This design comes from an exercise in tuning for small area on the open sky130 flow, not from production work. At most, simulation tests tie the RTL to the original design; equivalence was not proved. Power is estimated from default activity; no workload was simulated.

==> flow/design.v <==
`default_nettype none
package game_geom_pkg;
	localparam int NUM_LANES = 4;
	typedef logic [9:0] pos_t;           
	typedef logic [NUM_LANES-1:0] lane_mask_t;
	localparam pos_t FALL_STEP = 10'd4;  
	localparam pos_t HIT_Y_MIN = 10'd400;
	localparam pos_t HIT_Y_MAX = 10'd440;
	typedef logic [7:0] count_t;
endpackage
`default_nettype wire
`default_nettype none
package song_pkg;
	typedef logic [7:0] key_t;
	localparam key_t KEY_START = 8'h2C;  
	localparam key_t KEY_STOP  = 8'h29;  
	localparam key_t KEY_LANE0 = 8'h07;  
	localparam key_t KEY_LANE1 = 8'h09;  
	localparam key_t KEY_LANE2 = 8'h0D;  
	localparam key_t KEY_LANE3 = 8'h0E;  
	typedef enum logic [1:0] {IDLE, PLAYING, DRAIN, DONE} game_state_t;
	localparam int SONG_LEN = 16;
	typedef logic [3:0] beat_idx_t;
	function automatic logic [3:0] beat_lanes(beat_idx_t idx);
		case (idx)
			4'd0:    beat_lanes = 4'b0001;
			4'd1:    beat_lanes = 4'b0010;
			4'd2:    beat_lanes = 4'b0100;
			4'd3:    beat_lanes = 4'b1000;
			4'd4:    beat_lanes = 4'b0000;  
			4'd5:    beat_lanes = 4'b0011;
			4'd6:    beat_lanes = 4'b0100;
			4'd7:    beat_lanes = 4'b1000;
			4'd8:    beat_lanes = 4'b0001;
			4'd9:    beat_lanes = 4'b0000;  
			4'd10:   beat_lanes = 4'b1100;
			4'd11:   beat_lanes = 4'b0010;
			4'd12:   beat_lanes = 4'b0001;
			4'd13:   beat_lanes = 4'b1001;
			4'd14:   beat_lanes = 4'b0100;
			default: beat_lanes = 4'b0010;
		endcase
	endfunction
endpackage
`default_nettype wire
`default_nettype none
module rhythm_game_top (
	input  wire        max10_clk1_50,
	input  wire        arst_n,
	input  wire        frame_tick,
	input  wire  [7:0] keycode,
	output logic [1:0] state,
	output logic [3:0] lane_hit,
	output logic [3:0] lane_miss,
	output logic [7:0] hit_count,
	output logic [7:0] miss_count,
	output logic [7:0] combo
);
	localparam logic [1:0] IDLE = 2'd0, PLAYING = 2'd1, DRAIN = 2'd2, DONE = 2'd3;
	logic [2:0] code, key_c;
	logic       key_chg;
	always_comb begin
		case (keycode)
			8'h2C:   code = 3'd1;
			8'h29:   code = 3'd2;
			8'h07:   code = 3'd4;
			8'h09:   code = 3'd5;
			8'h0D:   code = 3'd6;
			8'h0E:   code = 3'd7;
			default: code = 3'd0;
		endcase
	end
	always_ff @(posedge max10_clk1_50 or negedge arst_n) begin
		if (!arst_n) begin
			key_c   <= 3'd0;
			key_chg <= 1'b0;
		end else begin
			key_c   <= code;
			key_chg <= (code != key_c);
		end
	end
	logic       start, stop;
	logic [3:0] press;
	assign start = key_chg && (key_c == 3'd1);
	assign stop  = key_chg && (key_c == 3'd2);
	always_comb
		for (int l = 0; l < 4; l++)
			press[l] = key_chg && (key_c == 3'(4 + l));
	logic restart, clear, clear_q, beat, spawn, busy, go;
	logic [8:0] ticks;           
	logic [8:0] ticks_next;
	logic [4:0] q;               
	logic [3:0] r;               
	assign q  = ticks[8:4];
	assign r  = ticks[3:0];
	assign go = start && (state[1] == state[0]);    
	always_ff @(posedge max10_clk1_50 or negedge arst_n) begin
		if (!arst_n)
			state <= IDLE;
		else if (stop)
			state <= IDLE;
		else if (go)
			state <= PLAYING;
		else if (state == PLAYING && beat && q[4])      
			state <= DRAIN;
		else if (state == DRAIN && !busy && !spawn)
			state <= DONE;
	end
	always_ff @(posedge max10_clk1_50) begin
		restart <= go;
		clear   <= restart || stop || go;
		clear_q <= clear;
		beat    <= !restart && (state == PLAYING) && frame_tick && (r == 4'd15);
		spawn   <= !stop && (state == PLAYING) && beat;
	end
	logic       tick_en;
	logic [8:0] tcarry;
	assign tick_en = frame_tick && (state == PLAYING || state == DRAIN);
	always_comb begin
		tcarry[0] = 1'b1;
		for (int i = 1; i < 9; i++)
			tcarry[i] = tcarry[i-1] & ticks[i-1];
		for (int i = 0; i < 9; i++)
			ticks_next[i] = !restart && (ticks[i] ^ (tick_en & tcarry[i]));
	end
	always_ff @(posedge max10_clk1_50)
		ticks <= ticks_next;
	logic       z;
	logic [2:0] cslot;
	logic [1:0] vnew, cv;
	logic       inwin, fall;
	logic [7:0][1:0] v;
	logic [7:0] n0, n1;              
	logic [7:0][3:0] l0, l1;         
	logic [7:0] sel, spawn_here, has0, has1;
	logic [3:0] cand_alive, hit_v, miss_v, kill;
	assign z     = (r == 4'd0);
	assign cslot = q[2:0] + (z ? 3'd1 : 3'd2);
	assign vnew  = ticks_next[1:0] + 2'd1;
	assign cv    = v[cslot];
	always_comb begin
		case (r)
			4'd0:             inwin = (cv == 2'd3);
			4'd1, 4'd2, 4'd3: inwin = 1'b0;
			4'd4:             inwin = (cv == 2'd1);
			4'd5:             inwin = (cv != 2'd3);
			4'd15:            inwin = (cv != 2'd1);
			default:          inwin = 1'b1;
		endcase
		case (r)
			4'd0:    fall = (cv == 2'd3);
			4'd14:   fall = (cv == 2'd1);
			4'd15:   fall = (cv == 2'd2);
			default: fall = 1'b0;
		endcase
	end
	always_comb begin
		l0 = {4'b0100, 4'b0001, 4'b0001, q[4] ? 4'b0010 : 4'b1000,
		      4'b0100, 4'b0010, 4'b0001, q[4] ? 4'b0010 : 4'b1000};
		l1 = {4'b0000, q[4] ? 4'b1000 : 4'b0010, 4'b0000, 4'b0000,
		      4'b1000, 4'b0000, 4'b0000, 4'b0000};
		has0 = {1'b1, 1'b1, q[3], 1'b1, 1'b1, !q[3], 1'b1, 1'b1};
		has1 = {1'b0, 1'b1, 1'b0, 1'b0, q[3], 1'b0, 1'b0, 1'b0};
		for (int s = 0; s < 8; s++) begin
			sel[s]        = (cslot == 3'(s));
			spawn_here[s] = spawn && (q[2:0] == 3'(s));
		end
	end
	always_comb begin
		cand_alive = '0;
		for (int s = 0; s < 8; s++)
			cand_alive = cand_alive | ({4{sel[s] & n0[s]}} & l0[s]) | ({4{sel[s] & n1[s]}} & l1[s]);
		hit_v  = press & {4{inwin}} & cand_alive;
		miss_v = ~press & {4{frame_tick && fall}} & cand_alive;
		kill   = hit_v | miss_v;
	end
	for (genvar s = 0; s < 8; s++) begin : g_slot
		logic k0, k1;
		assign k0 = sel[s] && |(kill & l0[s]);
		assign k1 = sel[s] && |(kill & l1[s]);
		if (s == 3 || s == 6) begin : g_two
			logic [1:0] a;
			logic [1:0] vs;
			always_ff @(posedge max10_clk1_50 or negedge arst_n) begin
				if (!arst_n)
					a <= '0;
				else if (stop)
					a <= '0;
				else if (spawn_here[s])
					a <= {has1[s], has0[s]};
				else
					a <= a & ~{k1, k0};
			end
			always_ff @(posedge max10_clk1_50)
				if (spawn_here[s])
					vs <= vnew;
			assign n0[s] = a[0];
			assign n1[s] = a[1];
			assign v[s]  = vs;
		end else begin : g_one
			logic [1:0] vs;
			always_ff @(posedge max10_clk1_50 or negedge arst_n) begin
				if (!arst_n)
					vs <= '0;
				else if (stop)
					vs <= '0;
				else if (spawn_here[s] && has0[s])
					vs <= vnew;
				else if (k0)
					vs <= '0;
			end
			assign n0[s] = (vs != 2'd0);
			assign n1[s] = 1'b0;
			assign v[s]  = vs;
		end
	end
	always_ff @(posedge max10_clk1_50 or negedge arst_n) begin
		if (!arst_n) begin
			lane_hit  <= '0;
			lane_miss <= '0;
		end else begin
			lane_hit  <= hit_v;
			lane_miss <= miss_v;
		end
	end
	assign busy = |{n0, n1};
	logic [4:0] hc, mc, cc;
	logic       any_hit, any_miss, two_miss;
	assign any_hit  = |lane_hit;
	assign any_miss = |lane_miss;
	assign two_miss = (lane_miss[0] & lane_miss[1]) | (lane_miss[0] & lane_miss[3]) | (lane_miss[2] & lane_miss[3]);
	always_ff @(posedge max10_clk1_50 or negedge arst_n) begin
		if (!arst_n) begin
			hc <= '0;
			mc <= '0;
			cc <= '0;
		end else if (clear && clear_q) begin    
			hc <= '0;
			mc <= '0;
			cc <= '0;
		end else begin
			hc <= hc + {4'd0, any_hit};
			mc <= mc + {3'd0, two_miss, any_miss & ~two_miss};
			cc <= any_miss ? 5'd0 : cc + {4'd0, any_hit};
		end
	end
	assign hit_count  = {3'd0, hc};
	assign miss_count = {3'd0, mc};
	assign combo      = {3'd0, cc};
endmodule
`default_nettype wire
export LEC_CHECK = 0
export ABC_AREA = 1
export CAP_MARGIN = 20
export CORE_MARGIN = 2
export CORE_UTILIZATION = 60
export SLEW_MARGIN = 20
create_clock -name core_clock -period 5.0 [get_ports {max10_clk1_50}]
standard.sh (not shown) runs the stock make flow with config.mk's settings and CLKGATE_MAP_FILE= SYNTH_SCRIPT=/design/flow/synth_recipe.tcl, a recipe that flattens the netlist after the stock synthesis.
==> flow/flow/run.sh <==
#!/bin/bash
# The standard layout (standard.sh) with three changes:
#  - synthesis maps the combinational logic with an area-only ABC script
#    (flow/abc_area.script); everything else in synthesis, the registers
#    included, is the standard flow's own synthesis script, unchanged
#  - port buffers use the smallest buffer cell
#  - the clock tree uses clkbuf_4 and no dummy loads
# The full make output goes to flow_make.log in this folder.
set -euo pipefail
here=$PWD
orig=$(grep -o 'SYNTH_SCRIPT=[^ ]*' standard.sh | head -1 | cut -d= -f2)
cat > flow_synth.tcl <<TCL
proc abc {args} {
  set i [lsearch \$args -script]
  lset args [expr {\$i + 1}] $here/flow/abc_area.script
  yosys abc {*}\$args
}
source $orig
TCL
sed "s#SYNTH_SCRIPT=[^ ]*#SYNTH_SCRIPT=$here/flow_synth.tcl#" standard.sh > flow_standard.sh
export BUFFER_PORTS_ARGS="-buffer_cell sky130_fd_sc_hd__buf_1"
export CTS_ARGS="-sink_clustering_enable -repair_clock_nets -dont_use_dummy_load -buf_list sky130_fd_sc_hd__clkbuf_4"
bash flow_standard.sh finish > flow_make.log 2>&1
==> flow/flow/abc_area.script <==
strash
dc2
balance
rewrite -z
refactor -z
rewrite -z
&get -n
&dch -f
&nf -R 1000
&put
topo
Change:
--- a/flow/design.v
+++ b/flow/design.v
@@ -84,60 +84,61 @@
 	assign start = key_chg && (key_c == 3'd1);
 	assign stop  = key_chg && (key_c == 3'd2);
 	always_comb
 		for (int l = 0; l < 4; l++)
 			press[l] = key_chg && (key_c == 3'(4 + l));
 	logic restart, clear, clear_q, beat, spawn, busy, go;
-	logic [8:0] ticks;           
-	logic [8:0] ticks_next;
-	logic [4:0] q;               
+	logic [7:0] ticks;           
+	logic [7:0] ticks_next;
+	logic [3:0] q;               
 	logic [3:0] r;               
-	assign q  = ticks[8:4];
+	assign q  = ticks[7:4];
 	assign r  = ticks[3:0];
 	assign go = start && (state[1] == state[0]);    
 	always_ff @(posedge max10_clk1_50 or negedge arst_n) begin
 		if (!arst_n)
 			state <= IDLE;
 		else if (stop)
 			state <= IDLE;
 		else if (go)
 			state <= PLAYING;
-		else if (state == PLAYING && beat && q[4])      
+		else if (state == PLAYING && beat && q == 4'd0)    
 			state <= DRAIN;
 		else if (state == DRAIN && !busy && !spawn)
 			state <= DONE;
 	end
 	always_ff @(posedge max10_clk1_50) begin
 		restart <= go;
 		clear   <= restart || stop || go;
 		clear_q <= clear;
 		beat    <= !restart && (state == PLAYING) && frame_tick && (r == 4'd15);
 		spawn   <= !stop && (state == PLAYING) && beat;
 	end
 	logic       tick_en;
-	logic [8:0] tcarry;
+	logic [7:0] tcarry;
 	assign tick_en = frame_tick && (state == PLAYING || state == DRAIN);
 	always_comb begin
 		tcarry[0] = 1'b1;
-		for (int i = 1; i < 9; i++)
+		for (int i = 1; i < 8; i++)
 			tcarry[i] = tcarry[i-1] & ticks[i-1];
-		for (int i = 0; i < 9; i++)
+		for (int i = 0; i < 8; i++)
 			ticks_next[i] = !restart && (ticks[i] ^ (tick_en & tcarry[i]));
 	end
 	always_ff @(posedge max10_clk1_50)
 		ticks <= ticks_next;
-	logic       z;
+	logic       z, cand_hi;
 	logic [2:0] cslot;
 	logic [1:0] vnew, cv;
 	logic       inwin, fall;
 	logic [7:0][1:0] v;
 	logic [7:0] n0, n1;              
 	logic [7:0][3:0] l0, l1;         
 	logic [7:0] sel, spawn_here, has0, has1;
 	logic [3:0] cand_alive, hit_v, miss_v, kill;
 	assign z     = (r == 4'd0);
+	assign cand_hi = state[1];       
 	assign cslot = q[2:0] + (z ? 3'd1 : 3'd2);
 	assign vnew  = ticks_next[1:0] + 2'd1;
 	assign cv    = v[cslot];
 	always_comb begin
 		case (r)
 			4'd0:             inwin = (cv == 2'd3);
@@ -152,17 +153,17 @@
 			4'd14:   fall = (cv == 2'd1);
 			4'd15:   fall = (cv == 2'd2);
 			default: fall = 1'b0;
 		endcase
 	end
 	always_comb begin
-		l0 = {4'b0100, 4'b0001, 4'b0001, q[4] ? 4'b0010 : 4'b1000,
-		      4'b0100, 4'b0010, 4'b0001, q[4] ? 4'b0010 : 4'b1000};
-		l1 = {4'b0000, q[4] ? 4'b1000 : 4'b0010, 4'b0000, 4'b0000,
+		l0 = {4'b0100, 4'b0001, 4'b0001, cand_hi ? 4'b0010 : 4'b1000,
+		      4'b0100, 4'b0010, 4'b0001, cand_hi ? 4'b0010 : 4'b1000};
+		l1 = {4'b0000, cand_hi ? 4'b1000 : 4'b0010, 4'b0000, 4'b0000,
 		      4'b1000, 4'b0000, 4'b0000, 4'b0000};
-		has0 = {1'b1, 1'b1, q[3], 1'b1, 1'b1, !q[3], 1'b1, 1'b1};
+		has0 = {1'b1, 1'b1, q[3], 1'b1, 1'b1, !q[3], 1'b1, 1'b1};    
 		has1 = {1'b0, 1'b1, 1'b0, 1'b0, q[3], 1'b0, 1'b0, 1'b0};
 		for (int s = 0; s < 8; s++) begin
 			sel[s]        = (cslot == 3'(s));
 			spawn_here[s] = spawn && (q[2:0] == 3'(s));
 		end
 	end
Effect: Synthesized cell count does not change; worst hold slack is better by 0.038 ns; critical path depth rises by 2; total power goes down by 1.2%; sequential power fell by about 2%; final cell count does not change; area after synthesis fell by 0.71%.
For the first run of this note, only the layout was checked, not whether the RTL still works.

==> what the ideal ports hide <==
The results above use ideal ports. As a check the final layouts listed here were re-extracted and re-timed, cells and wires unchanged.
Step 1 assumes that a clkbuf_16 drives the clock port and a buf_2 every other input.
Step 2 moves the port delays by t, midway between the first and last clock arrival at a register: inputs arrive t later, outputs are due t later. That takes back most of the time a late clock gives input paths.
a / b / c = ideal ports / drivers / drivers and shift; a / b = the first two.
run	t, ns	setup WS [ns]	clock arrival spread, ns
the first run	0.412	0.511 / 0.511 / 0.511	0.035 / 0.035
the second run	0.416	0.560 / 0.560 / 0.560	0.029 / 0.029
After both steps every run listed still meets setup and hold.
